From an optimization exercise on the open Yosys and OpenROAD flow, aimed at small area, a short achievable clock period and few clock cycles per item; shortcuts taken in it are not production practice. At most, simulation tests tie the RTL to the original design; equivalence was not proved. Power is estimated from default activity; no workload was simulated.

==> build 23: inputs <==
// ser_top
module ser_top
(
    input  logic                       clk,
    input  logic                       reset,
    input  logic                       en,
    input  logic                       entry_valid,
    input  logic [29-1:0] entry_field_id,
    input  logic [5-1:0]     entry_type,
    input  logic                       entry_nested,
    input  logic [64-1:0]     addr,
    input  logic                       mem_rsp_valid,
    input  logic [63:0]                mem_rsp_data,
    output logic                       mem_req_valid,
    output logic                       mem_req_write,
    output logic [64-1:0]     mem_req_addr,
    output logic [8*10-1:0]    mem_req_data,
    output logic [10-1:0]      mem_req_lane_en,
    output logic                       ready,
    output logic                       done,
    output logic [64-1:0]     write_point
);
clock: 11.0 ns
lec_check: 0
cap_margin: 20
core_margin: 2
core_utilization: 40
slew_margin: 20
standard.sh (not shown) runs the stock make flow with config.mk's settings and CLKGATE_MAP_FILE= SYNTH_SCRIPT=/design/flow/synth_recipe.tcl, a recipe that flattens the netlist after the stock synthesis.
==> flow/flow/run.sh <==
#!/bin/bash
# Standard layout, with the timing repair asked to leave more setup slack than
# the clock period needs (the clock period and constraints are unchanged).
set -o pipefail
bash standard.sh SETUP_SLACK_MARGIN=6.5 finish > flow_make.log 2>&1
==> build 10: changes against build 23 <==
==> flow/flow/run.sh (replaced) <==
#!/bin/bash
# Standard layout, with the timing repair asked to leave more setup slack than
# the clock period needs (the clock period and constraints are unchanged).
set -o pipefail
bash standard.sh SETUP_SLACK_MARGIN=7.5 finish > flow_make.log 2>&1
==> flow/config.mk (replaced) <==
export PLATFORM = sky130hd
export DESIGN_NAME = ser_top
export DESIGN_NICKNAME = ser_top
export VERILOG_FILES = /design/flow/design.v
export SDC_FILE = /design/flow/constraint.sdc
export NUM_CORES = 4
export LEC_CHECK = 0
export CAP_MARGIN = 20
export CORE_MARGIN = 2
export CORE_UTILIZATION = 60
export CTS_CLUSTER_DIAMETER = 100
export CTS_CLUSTER_SIZE = 22
export SLEW_MARGIN = 20
==> build 37: changes against build 23 <==
==> flow/flow/run.sh (replaced) <==
#!/bin/bash
# Standard layout, with the timing repair asked to leave more setup slack than
# the clock period needs (the clock period and constraints are unchanged).
set -o pipefail
bash standard.sh SETUP_SLACK_MARGIN=7.5 finish > flow_make.log 2>&1
==> flow/config.mk (replaced) <==
export PLATFORM = sky130hd
export DESIGN_NAME = ser_top
export DESIGN_NICKNAME = ser_top
export VERILOG_FILES = /design/flow/design.v
export SDC_FILE = /design/flow/constraint.sdc
export NUM_CORES = 4
export LEC_CHECK = 0
export CAP_MARGIN = 20
export CORE_MARGIN = 2
export CORE_UTILIZATION = 60
export SLEW_MARGIN = 20
==> trial 44: changes against build 23 <==
--- a/flow/design.v
+++ b/flow/design.v
@@ -131,17 +131,17 @@
     output logic [64-1:0]     mem_req_addr,
     output logic [8*10-1:0]    mem_req_data,
     output logic [10-1:0]      mem_req_lane_en,
     output logic                       ready,
     output logic                       done,
     output logic [64-1:0]     write_point
 );
     localparam int NQ = 4;                  
-    localparam int ND = 3;                  
+    localparam int ND = 4;                  
     localparam int QP = $clog2(NQ);
     localparam int DP = $clog2(ND);
     localparam int C_I32 = 0;
     localparam int C_U32 = 1;
     localparam int C_S32 = 2;
     localparam int C_S64 = 3;
     logic                       ready_q;
     logic                       accept;
@@ -176,57 +176,41 @@
     assign a_rd_n = accept && in_scalar;
     always_ff @(posedge clk)
     begin
         a_rd <= !reset && a_rd_n;
     end
     localparam int QW = 2 + 29 + 5;
     logic [QW-1:0]              q_row [NQ];
     logic [QW-1:0]              q_in;
-    logic [NQ-1:0]              q_th;           
+    logic [QP:0]                q_cnt;
     logic                       q_pop;
     assign q_in = {entry_nested, in_close, entry_field_id, in_kl};
-    function automatic logic [NQ-1:0] th_step(input logic [NQ-1:0] th, input logic up, input logic dn);
-        if (up && !dn)
-            th_step = {th[NQ-2:0], 1'b1};
-        else if (dn && !up)
-            th_step = {1'b0, th[NQ-1:1]};
-        else
-            th_step = th;
-    endfunction
-    function automatic logic [ND-1:0] th_step_d(input logic [ND-1:0] th, input logic up, input logic dn);
-        if (up && !dn)
-            th_step_d = {th[ND-2:0], 1'b1};
-        else if (dn && !up)
-            th_step_d = {1'b0, th[ND-1:1]};
-        else
-            th_step_d = th;
-    endfunction
     always_ff @(posedge clk)
     begin
         for (int i = 0; i < NQ; i++)
         begin
             if (q_pop)
             begin
-                if (q_th[i] && (i + 1 == NQ || !q_th[(i + 1) % NQ]))
+                if (q_cnt == (QP+1)'(i + 1))
                     q_row[i] <= q_in;
                 else if (i + 1 < NQ)
                     q_row[i] <= q_row[(i + 1) % NQ];
             end
-            else if ((i == 0 || q_th[(i + NQ - 1) % NQ]) && !q_th[i])
+            else if (q_cnt == (QP+1)'(i))
                 q_row[i] <= q_in;
         end
     end
     logic [63:0]   r_data [ND];     
     logic [63:0]   r_in;
     logic [3:0]    r_cls  [ND];
     logic [DP-1:0] r_tail;
     logic [DP-1:0] s_tail;
-    logic [ND-1:0] r_th;            
-    logic [ND-1:0] s_th;            
+    logic [DP:0]   r_cnt;
+    logic [DP:0]   s_cnt;           
     logic          r_pop;
     function automatic logic [63:0] decode(input logic [3:0] cls, input logic [63:0] w);
         if (cls[C_I32])
             decode = {{32{w[31]}}, w[31:0]};
         else if (cls[C_U32])
             decode = {32'd0, w[31:0]};
         else if (cls[C_S32])
             decode = {32'd0, {w[30:0], 1'b0} ^ {32{w[31]}}};
@@ -237,99 +221,81 @@
     endfunction
     function automatic logic [DP-1:0] r_next(input logic [DP-1:0] p);
         r_next = (p == DP'(ND - 1)) ? '0 : p + 1'b1;
     endfunction
     always_ff @(posedge clk)
     begin
         for (int i = 0; i < ND; i++)
         begin
-            if (s_tail == DP'(i) && !s_th[ND-1])
+            if (s_tail == DP'(i) && s_cnt != (DP+1)'(ND))
                 r_cls[i] <= in_cls;
             if (r_pop)
             begin
-                if (r_th[i] && (i + 1 == ND || !r_th[(i + 1) % ND]))
+                if (r_cnt == (DP+1)'(i + 1))
                     r_data[i] <= r_in;
                 else if (i + 1 < ND)
                     r_data[i] <= r_data[(i + 1) % ND];
             end
-            else if ((i == 0 || r_th[(i + ND - 1) % ND]) && !r_th[i])
+            else if (r_cnt == (DP+1)'(i))
                 r_data[i] <= r_in;
         end
     end
     assign r_in = decode(r_cls[r_tail], mem_rsp_data);
     logic                       push;
     logic                       pop;
     logic [29-1:0] top_id;
     logic [64-1:0]     top_wp;
     logic [59:0]                wp_hi;
     logic [59:0]                wp_hi_m1;       
-    logic [59:0]                wp_hi_m2;       
-    logic                       pb;             
-    logic [59:0]                hi_t;           
-    logic [59:0]                hi_tm1;         
     logic [3:0]                 wp_lo;
     logic [64-1:0]     wp;
-    logic [64-1:0]     wp_out;
-    assign wp_hi_m2 = wp_hi_m1 - 60'd1;
-    assign hi_t = pb ? wp_hi_m1 : wp_hi;
-    assign hi_tm1 = pb ? wp_hi_m2 : wp_hi_m1;
-    assign wp = {hi_t, wp_lo};
-    assign write_point = wp_out;
+    assign wp = {wp_hi, wp_lo};
+    assign write_point = wp;
     logic                       h_nest;
     logic                       h_close;
     logic [29-1:0] h_id;
     logic [4:0]                 h_kl;
     logic                       h_valid;
     logic                       r_avail;
     assign {h_nest, h_close, h_id, h_kl} = q_row[0];
-    assign h_valid = q_th[0];
-    assign r_avail = r_th[0];
+    assign h_valid = (q_cnt != '0);
+    assign r_avail = (r_cnt != '0);
     logic                       p1_v;
     logic                       p1_nest;
     logic                       p1_close;
     logic [29-1:0] p1_id;
     logic [4:0]                 p1_kl;
     logic [63:0]                p1_val;
     logic [9:1]                 p1_vnz;         
     logic [14:0]                p1_tlt;         
     logic [4:0]                 h_kl2;
     logic [9:0]                 h_vnz;
     logic [14:0]                h_tlt;
     logic [63:0]                h_val;
     logic                       p1_load;
-    logic [63:0]                cl_val;
-    logic                       cl_ok;
     logic                       p1_free;
     logic                       p2_go;
     logic                       p2_done;
     logic                       p_ph;           
     nest_stack stack (
         .clk              (clk),
         .reset            (reset),
         .push             (push),
         .pop              (pop),
         .push_field_id    (p1_id),
         .push_write_point (wp),
         .top_field_id     (top_id),
         .top_write_point  (top_wp)
     );
     assign p1_free = !p1_v || p2_done;
-    assign p1_load = h_valid && (h_nest ? p1_free : h_close ? (!p1_v && cl_ok) : (p1_free && r_avail));
+    assign p1_load = h_valid && (h_nest ? p1_free : h_close ? !p1_v : (p1_free && r_avail));
     assign q_pop = p1_load;
     assign r_pop = p1_load && !h_nest && !h_close;
-    assign h_val = h_close ? cl_val : r_data[0];
-    always_ff @(posedge clk)
-    begin
-        cl_val <= top_wp - wp;
-        if (reset)
-            cl_ok <= 1'b0;
-        else
-            cl_ok <= !p_first;
-    end
+    assign h_val = h_close ? (top_wp - wp) : r_data[0];
     assign h_kl2 = h_close ? key_len_oh(top_id) : h_kl;
     always_comb
     begin
         h_vnz[0] = 1'b1;
         for (int i = 1; i < 10; i++)
             h_vnz[i] = ((h_val >> (7*i)) != '0);
         h_tlt = '0;
         for (int k = 0; k < 5; k++)
@@ -404,66 +370,67 @@
         end
         lanes1 = p1_tlt[9:0];
         lanes2 = p1_tlt[14:10];
         big = p1_tlt[10];
         lo_diff = '0;
         for (int t = 2; t < 16; t++)
             if (p1_tlt[t - 1] && (t == 15 || !p1_tlt[t % 15]))
                 lo_diff = lo_diff | ({1'b0, wp_lo} - 5'(t));
-        wp_new = {lo_diff[4] ? hi_tm1 : hi_t, lo_diff[3:0]};
+        wp_new = {lo_diff[4] ? wp_hi_m1 : wp_hi, lo_diff[3:0]};
     end
     logic p_first;                  
     assign p2_go = p1_v && w_room;
     assign p_first = p2_go && !p_ph;
     assign p2_done = p2_go && (p1_nest || p_ph || !big);
     assign push = p2_go && p1_nest;
     assign pop = p_first && p1_close;
     always_ff @(posedge clk)
     begin
         if (reset)
         begin
             ready_q <= 1'b1;
-            q_th <= '0;
+            q_cnt <= '0;
             r_tail <= '0;
             s_tail <= '0;
-            r_th <= '0;
-            s_th <= '0;
+            r_cnt <= '0;
+            s_cnt <= '0;
             wp_hi <= 60'(64'h300 >> 4);
             wp_hi_m1 <= 60'(64'h300 >> 4) - 60'd1;
-            pb <= 1'b0;
             wp_lo <= 4'(64'h300);
-            wp_out <= 64'h300;
             p1_v <= 1'b0;
             p_ph <= 1'b0;
             w_v <= 1'b0;
         end
         else
         begin
-            q_th <= th_step(q_th, accept, q_pop);
+            q_cnt <= q_cnt + (QP+1)'(accept) - (QP+1)'(q_pop);
             if (accept && in_scalar)
                 s_tail <= r_next(s_tail);
             if (mem_rsp_valid)
                 r_tail <= r_next(r_tail);
-            r_th <= th_step_d(r_th, mem_rsp_valid, r_pop);
-            s_th <= th_step_d(s_th, a_rd_n, r_pop);
-            ready_q <= !((q_th[NQ-1] && (accept || !q_pop)) ||
-                         (q_th[NQ-2] && !q_th[NQ-1] && accept && !q_pop)) &&
-                       !((s_th[ND-1] && (a_rd_n || !r_pop)) ||
-                         (s_th[ND-2] && !s_th[ND-1] && a_rd_n && !r_pop));
+            r_cnt <= r_cnt + (DP+1)'(mem_rsp_valid) - (DP+1)'(r_pop);
+            s_cnt <= s_cnt + (DP+1)'(accept && in_scalar) - (DP+1)'(r_pop);
+            ready_q <= !(((q_cnt == (QP+1)'(NQ)) && (accept || !q_pop)) ||
+                         ((q_cnt == (QP+1)'(NQ - 1)) && accept && !q_pop)) &&
+                       !(((s_cnt == (DP+1)'(ND)) && (a_rd_n || !r_pop)) ||
+                         ((s_cnt == (DP+1)'(ND - 1)) && a_rd_n && !r_pop));
             if (p1_load)
                 p1_v <= 1'b1;
             else if (p2_done)
                 p1_v <= 1'b0;
-            wp_hi <= hi_t;
-            wp_hi_m1 <= hi_tm1;
-            pb <= p_first && !p1_nest && lo_diff[4];
             if (p_first && !p1_nest)
+            begin
                 wp_lo <= lo_diff[3:0];
-            wp_out <= (p_first && !p1_nest) ? wp_new : wp;
+                if (lo_diff[4])
+                begin
+                    wp_hi <= wp_hi_m1;
+                    wp_hi_m1 <= wp_hi_m1 - 60'd1;
+                end
+            end
             if (p2_go)
                 p_ph <= p_first && !p1_nest && big;
             if (w_issue)
                 w_v <= 1'b0;
             if (p2_go)
                 w_v <= 1'b1;
         end
     end
==> results.txt <==
The highest power belongs to trial 44, the lowest to build 10.
The highest sequential share of layout area belongs to build 10, the lowest to trial 44.
Global-route usage: trial 44 is lower than build 10 (12 points).
In critical path depth, build 23 and trial 44 do not differ.
Utilization, highest first: build 37, build 10, trial 44, build 23.
In build 10 the clock power is smaller than in trial 44, by about 34%.
Clock skew: build 37 < build 10 < trial 44 < build 23.
Against build 23, the via count of trial 44 is larger by 4.7%.
Sequential cell count is the same in build 23 and build 10.
Between build 10 and trial 44, the lower combinational power is in build 10 (gap about 80%, measured against trial 44).
First-iteration DRC count, lowest first: trial 44, build 23, build 37, build 10.
==> figures <==
Complex-gate fraction of the synthesized area: build 10 15.1%; trial 44 16.1%; build 23 15.1%; build 37 15.1%
Largest net degree at the start of global routing: build 10 113; trial 44 121; build 23 109; build 37 113
Sw Share: build 10 23.6%; trial 44 36.4%; build 23 23.6%; build 37 23.2%
Maximum fanout along the worst path: build 10 7; trial 44 5; build 23 18; build 37 7
Portion of the layout cell area used by non-clock buffers: build 10 5.98%; trial 44 5.21%; build 23 4.77%; build 37 6.29%
Post-synthesis cell area: build 10 102000 um2; trial 44 102000 um2; build 23 102000 um2; build 37 102000 um2
CP arrival: build 10 4.49 ns; trial 44 5.23 ns; build 23 5.17 ns; build 37 4.55 ns
Outcome: build 10 no timing/DRC/antenna violations; trial 44 no timing/DRC/antenna violations; build 23 no timing/DRC/antenna violations; build 37 no timing/DRC/antenna violations
Wire per inst: build 10 32.5 um; trial 44 28.7 um; build 23 29.7 um; build 37 32.2 um
Overall Power: build 10 17900 uW; trial 44 30900 uW; build 23 20900 uW; build 37 20900 uW
Global-route wire length before repair: build 10 484000 um; trial 44 506000 um; build 23 497000 um; build 37 492000 um
Clk. pwr: build 10 5190 uW; trial 44 7870 uW; build 23 8300 uW; build 37 8210 uW
Sequential Area: build 10 68600 um2; trial 44 67300 um2; build 23 68500 um2; build 37 68600 um2
Final cell count without fillers: build 10 10600; trial 44 12400; build 23 11900; build 37 10900
GRT met1 Usage: build 10 54.1%; trial 44 36.3%; build 23 37.4%; build 37 54.5%
Category of the critical setup timing path: build 10 reg2reg; trial 44 reg2reg; build 23 in2reg; build 37 reg2reg
Cell repeated most along the worst path: build 10 sky130_fd_sc_hd__buf_12; trial 44 sky130_fd_sc_hd__or4_4; build 23 -; build 37 -
Clock insertion delay at the later pin of the skew report: build 10 0.85 ns; trial 44 0.93 ns; build 23 0.94 ns; build 37 0.91 ns
Post-route clock period utilization: build 10 34.4%; trial 44 41.7%; build 23 39.9%; build 37 34.3%
Dpl cell area: build 10 108000 um2; trial 44 109000 um2; build 23 109000 um2; build 37 108000 um2
DPL Wire Length: build 10 207000 um; trial 44 225000 um; build 23 222000 um; build 37 207000 um
Amount of wire on met2 after detailed routing: build 10 154000 um; trial 44 165000 um; build 23 159000 um; build 37 156000 um
Number of multi-input combinational cells: build 10 4966; trial 44 5389; build 23 4942; build 37 4963
Testbench counts of build 23, summed over its fixed seeds: cycles 4,678, entries 2,048.
Testbench counts of build 10, summed over its fixed seeds: cycles 4,678, entries 2,048.
Testbench counts of build 37, summed over its fixed seeds: cycles 4,678, entries 2,048.
The RTL of trial 44 was laid out without a check of its function.

==> what the ideal ports hide <==
Ports are ideal in the flow. The routed layouts listed here were re-timed in OpenROAD. Step 1, drivers: a clkbuf_16 drives clk and a buf_2 each remaining input, both assumed. Step 2 adds t to the input delays and takes it off the output delays; t is the mean of the earliest and latest rising clock arrival at the registers after step 1. Input paths then give back, and output paths get back, about the clock's delay inside the block. Three values: ideal ports, drivers, drivers and shift; two values: the first two.
run	shift t [ns]	setup slack, ns	hold slack, ns	latest minus earliest clock arrival (ns)	worst slew at a driven data input, ns
build 23	0.999	6.611 / 6.629 / 5.688	0.447 / 0.447 / 0.447	0.080 / 0.080	0.12
build 10	0.909	7.212 / 7.212 / 6.575	0.457 / 0.457 / 0.457	0.050 / 0.050	0.06
build 37	0.981	7.232 / 7.168 / 6.531	0.444 / 0.444 / 0.444	0.046 / 0.046	0.07
trial 44	0.996	6.412 / 6.412 / 5.610	0.447 / 0.447 / 0.447	0.061 / 0.060	0.09
After both steps setup and hold are still met in every run listed. For build 23, which loses most, drivers alone change the setup slack by +0.018 ns; drivers and shift together by -0.923 ns.
